Source: an optimization exercise on an open RTL-to-GDS flow (aim: small area, a short achievable clock period and few clock cycles per item). Production flows keep margins and buffers that such runs may drop. Function was checked by simulation only, so behaviour that the tests miss may differ from the original.

==> willow <==
Design multiturn_polar_angle_tracker, start of the top module:
module multiturn_polar_angle_tracker #(
  parameter int SAMPLES_PER_AVERAGE = 5,
  parameter int SAMPLE_BITS         = 12
) (
  input  logic                                  clk,
  input  logic                                  rst,
  input  logic                                  psel,
  input  logic                                  penable,
  input  logic                                  pwrite,
  input  logic [mpat_pkg::APB_ADDR_W-1:0]       paddr,
  input  logic [mpat_pkg::APB_DATA_W-1:0]       pwdata,
  output logic [mpat_pkg::APB_DATA_W-1:0]       prdata,
  output logic                                  pready,
  input  logic [SAMPLE_BITS-1:0]                sample,
  input  logic                                  sample_valid,
  output logic                                  sample_stall,
  output logic signed [mpat_pkg::ANGLE_W-1:0]   angle_q8,
  output logic [mpat_pkg::STAGE_W-1:0]          stage,
  output logic [mpat_pkg::OUT_W-1:0]            average,
  output logic [mpat_pkg::OUT_W-1:0]            max_seen,
  output logic [mpat_pkg::OUT_W-1:0]            min_seen,
  output logic                                  result_valid,
  input  logic                                  result_stall
);
Settings: LEC_CHECK=0, CAP_MARGIN=20, CORE_MARGIN=2, CORE_UTILIZATION=40, SETUP_SLACK_MARGIN=3.0, SLEW_MARGIN=20; clock period 7.0 ns.
standard.sh (not shown) runs the stock make flow with config.mk's settings and CLKGATE_MAP_FILE= SYNTH_SCRIPT=/design/flow/synth_recipe.tcl, a recipe that flattens the netlist after the stock synthesis.
==> flow/flow/run.sh <==
#!/bin/bash
# Layout flow: the standard ORFS flow, with one change in synthesis: the
# ABC technology-mapping script is an area-oriented one (area.abc) instead of
# ORFS's speed script. Everything else (register mapping, flattening, renaming,
# floorplan, placement, CTS, routing) is the standard flow, run through
# standard.sh with its own make arguments.
set -euo pipefail
here=$(pwd)
# synthesis body: ORFS synth.tcl with the abc script argument replaced
sed 's#^source \$::env(SCRIPTS_DIR)/synth_preamble.tcl#source $::env(SCRIPTS_DIR)/synth_preamble.tcl\nset abc_args [lreplace $abc_args 1 1 $::env(MY_ABC_SCRIPT)]#' \
  "$FLOW_HOME/scripts/synth.tcl" > "$here/my_synth_body.tcl"
grep -q 'MY_ABC_SCRIPT' "$here/my_synth_body.tcl"
# The standard flow's synthesis wrapper, sourcing that body instead of ORFS's synth.tcl
sed "s#source \$::env(SCRIPTS_DIR)/synth.tcl#source $here/my_synth_body.tcl#" \
  "$here/synth_recipe.tcl" > "$here/my_synth.tcl"
grep -q 'my_synth_body.tcl' "$here/my_synth.tcl"
# standard.sh with the synthesis script swapped
sed "s#SYNTH_SCRIPT=[^ ]*#SYNTH_SCRIPT=$here/my_synth.tcl#" "$here/standard.sh" > "$here/my_standard.sh"
grep -q 'my_synth.tcl' "$here/my_standard.sh"
export BUFFER_PORTS_ARGS="-buffer_cell sky130_fd_sc_hd__buf_2"
export MY_ABC_SCRIPT="$here/flow/area.abc"
bash "$here/my_standard.sh" > "$here/flow.log" 2>&1
==> flow/flow/area.abc <==
&get -n
&st
&dch
&nf
&put
==> violet (differences from willow) <==
--- a/flow/design.v
+++ b/flow/design.v
@@ -233,13 +233,14 @@
   logic [7:0]         l_q;
   logic [1:0]         m_cnt;
   logic               m_busy;
   logic               m_idle;
   logic [12:0]        dval;
+  logic [20:0]        tsum;
   logic [6:0]         dneg;
   logic [16:0]        a_init;
-  assign dval = {1'b0, mean} - {1'b0, r_zero};
+  assign dval = tsum[12:0];
   always_comb begin
     logic [15:0] dx;
     dx = {dval[12], dval[12], dval, 1'b0};
     for (int j = 0; j < 7; j++) begin
       dneg[j] = dx[2*j+2] & ~(dx[2*j+1] & dx[2*j]);
@@ -271,14 +272,15 @@
   assign m_go = (m_cnt != 2'd3) || (out_busy && !trk_d);
   logic [20:0] row0;
   logic [20:0] row1;
   logic [20:0] cs_s;
   logic [20:0] cs_c;
-  logic [20:0] tsum;
   logic [13:0] d_next;
   logic [5:0]  enc_q;
   logic        last_q;
+  logic        busy_next;
+  assign busy_next = do_load || (m_busy && !(m_go && m_cnt == 2'd3));
   always_comb begin
     if (do_load) begin
       d_next = {dval, 1'b0};
     end else if (m_busy && m_go) begin
       d_next = {{4{d_q[13]}}, d_q[13:4]};
@@ -290,12 +292,12 @@
     booth_enc = {b[1] ^ b[0],
                  (b[2] & ~b[1] & ~b[0]) | (~b[2] & b[1] & b[0]),
                  b[2] & ~(b[1] & b[0])};
   endfunction
   always_ff @(posedge clk) begin
-    enc_q  <= {booth_enc(d_next[4:2]), booth_enc(d_next[2:0])};
-    last_q <= do_load ? 1'b0 : ((m_busy && m_go) ? (m_cnt == 2'd2) : (m_cnt == 2'd3));
+    enc_q  <= busy_next ? {booth_enc(d_next[4:2]), booth_enc(d_next[2:0])} : 6'd0;
+    last_q <= busy_next && (do_load ? 1'b0 : ((m_busy && m_go) ? (m_cnt == 2'd2) : (m_cnt == 2'd3)));
   end
   always_comb begin
     logic [17:0] g1;
     logic [17:0] g2;
     logic [20:0] xs;
@@ -309,15 +311,17 @@
     row0[20:18] = {3{enc_q[0]}};
     row1[1:0]   = 2'b00;
     row1[20]    = enc_q[3];
     xs   = {{3{x_q[13]}}, x_q, 4'b0};
     row1 = row1 | (last_q ? xs : 21'd0);
-    a = 21'(a_q);
+    row0 = row0 | (m_busy ? 21'd0 : {9'b0, mean});
+    row1 = row1 | (m_busy ? 21'd0 : ~{9'b0, r_zero});
+    a = m_busy ? 21'(a_q) : 21'd0;
     for (int i = 0; i < 21; i++) begin
       cs_s[i] = a[i] ^ row0[i] ^ row1[i];
     end
-    cs_c[0] = 1'b0;
+    cs_c[0] = !m_busy;
     for (int i = 1; i < 21; i++) begin
       cs_c[i] = (a[i-1] & row0[i-1]) | (a[i-1] & row1[i-1]) | (row0[i-1] & row1[i-1]);
     end
   end
   assign tsum = cs_s + cs_c;
==> flow/flow/run.sh (replaced) <==
#!/bin/bash
# Layout flow: the standard ORFS flow (standard.sh's make call) with these
# changes: synthesis maps with an area-oriented ABC script (flow/area.abc)
# instead of ORFS's speed script; ports are buffered with buf_N cells given
# below; and the cells listed in EXTRA_DONT_USE are kept out of the netlist
# (added to the platform's don't-use list). Register mapping, flattening,
# renaming, floorplan, power grid, placement, CTS and routing are unchanged.
set -euo pipefail
here=$(pwd)
EXTRA_DONT_USE="sky130_fd_sc_hd__a222oi_1"
PORT_BUFFER="sky130_fd_sc_hd__buf_1"
# synthesis body: ORFS synth.tcl with the abc script argument replaced
sed 's#^source \$::env(SCRIPTS_DIR)/synth_preamble.tcl#source $::env(SCRIPTS_DIR)/synth_preamble.tcl\nset abc_args [lreplace $abc_args 1 1 $::env(MY_ABC_SCRIPT)]#' \
  "$FLOW_HOME/scripts/synth.tcl" > "$here/my_synth_body.tcl"
grep -q 'MY_ABC_SCRIPT' "$here/my_synth_body.tcl"
# The standard flow's synthesis wrapper, sourcing that body instead of ORFS's synth.tcl
sed "s#source \$::env(SCRIPTS_DIR)/synth.tcl#source $here/my_synth_body.tcl#" \
  "$here/synth_recipe.tcl" > "$here/my_synth.tcl"
grep -q 'my_synth_body.tcl' "$here/my_synth.tcl"
# the platform's don't-use list plus the extra cells
du=$(DONT_USE_CELLS="$EXTRA_DONT_USE" make -s -C "$FLOW_HOME" DESIGN_CONFIG="$here/config.mk" \
  WORK_HOME="$here/orfs" print-DONT_USE_CELLS 2> "$here/dont_use.log" | sed -n 's/^DONT_USE_CELLS: //p')
echo "$du" >> "$here/dont_use.log"
for c in $EXTRA_DONT_USE; do grep -q "$c" <<< "$du"; done
grep -q 'probe_p_8' <<< "$du"
# standard.sh with the synthesis script swapped and the don't-use list given
sed "s#SYNTH_SCRIPT=[^ ]*#SYNTH_SCRIPT=$here/my_synth.tcl ADDER_MAP_FILE= DONT_USE_CELLS=\"$du\"#" \
  "$here/standard.sh" > "$here/my_standard.sh"
grep -q 'my_synth.tcl' "$here/my_standard.sh"
export BUFFER_PORTS_ARGS="-buffer_cell $PORT_BUFFER"
export MY_ABC_SCRIPT="$here/flow/area.abc"
bash "$here/my_standard.sh" > "$here/flow.log" 2>&1
CTS_CLUSTER_DIAMETER = 120   (was not set)
CTS_CLUSTER_SIZE = 24   (was not set)
SETUP_SLACK_MARGIN = 3.15   (was 3.0)
==> reports/qor.txt <==
Synth Area in XOR/XNOR - 14.0%
Tmin final - 3.83 ns
mux cell area share after synthesis - 1.11%
Final Wtd Congestion - 0.877
GRT met3 Usage - 2.97%
# Post-CTS Setup Buffers - 3
status - no timing/DRC/antenna violations
multi-input gate count - 1461
the above is filed under violet

==> reports/qor.txt <==
Synth Area in XOR/XNOR - 4.74%
status - no timing/DRC/antenna violations
mux cell area share after synthesis - 0.223%
# Post-CTS Setup Buffers - 11
Final Wtd Congestion - 0.897
the above is filed under willow

Testbench counts of willow, summed over its fixed seeds: cycles 16,064, items 3,200.
Testbench counts of violet, summed over its fixed seeds: cycles 16,064, items 3,200.

static timing again, ports no longer ideal:
In the flow no input, the clock included, has a driving cell. The finished layouts below were timed again as built, in two steps. Step 1, drivers: a clkbuf_16 drives clk and a buf_2 each remaining input, both assumed. Step 2 moves the port delays by t, midway between the first and last clock arrival at a register: inputs arrive t later, outputs are due t later. That takes back most of the time a late clock gives input paths. a / b / c = no drivers / after step 1 / after step 2; a / b = the first two.
run	t, ns	setup WS [ns]	worst setup path at the end	slew at the worst register clock pin (ns)	cell pins on the clock port's net
willow	0.582	2.908 / 2.870 / 2.870	input to output	0.07 / 0.07	1
violet	0.538	3.170 / 3.124 / 3.026	input to register	0.12 / 0.12	1
After both steps every run listed still meets setup and hold. The setup slack of violet, which loses most, moves by -0.046 ns with the drivers and by -0.144 ns with both steps.
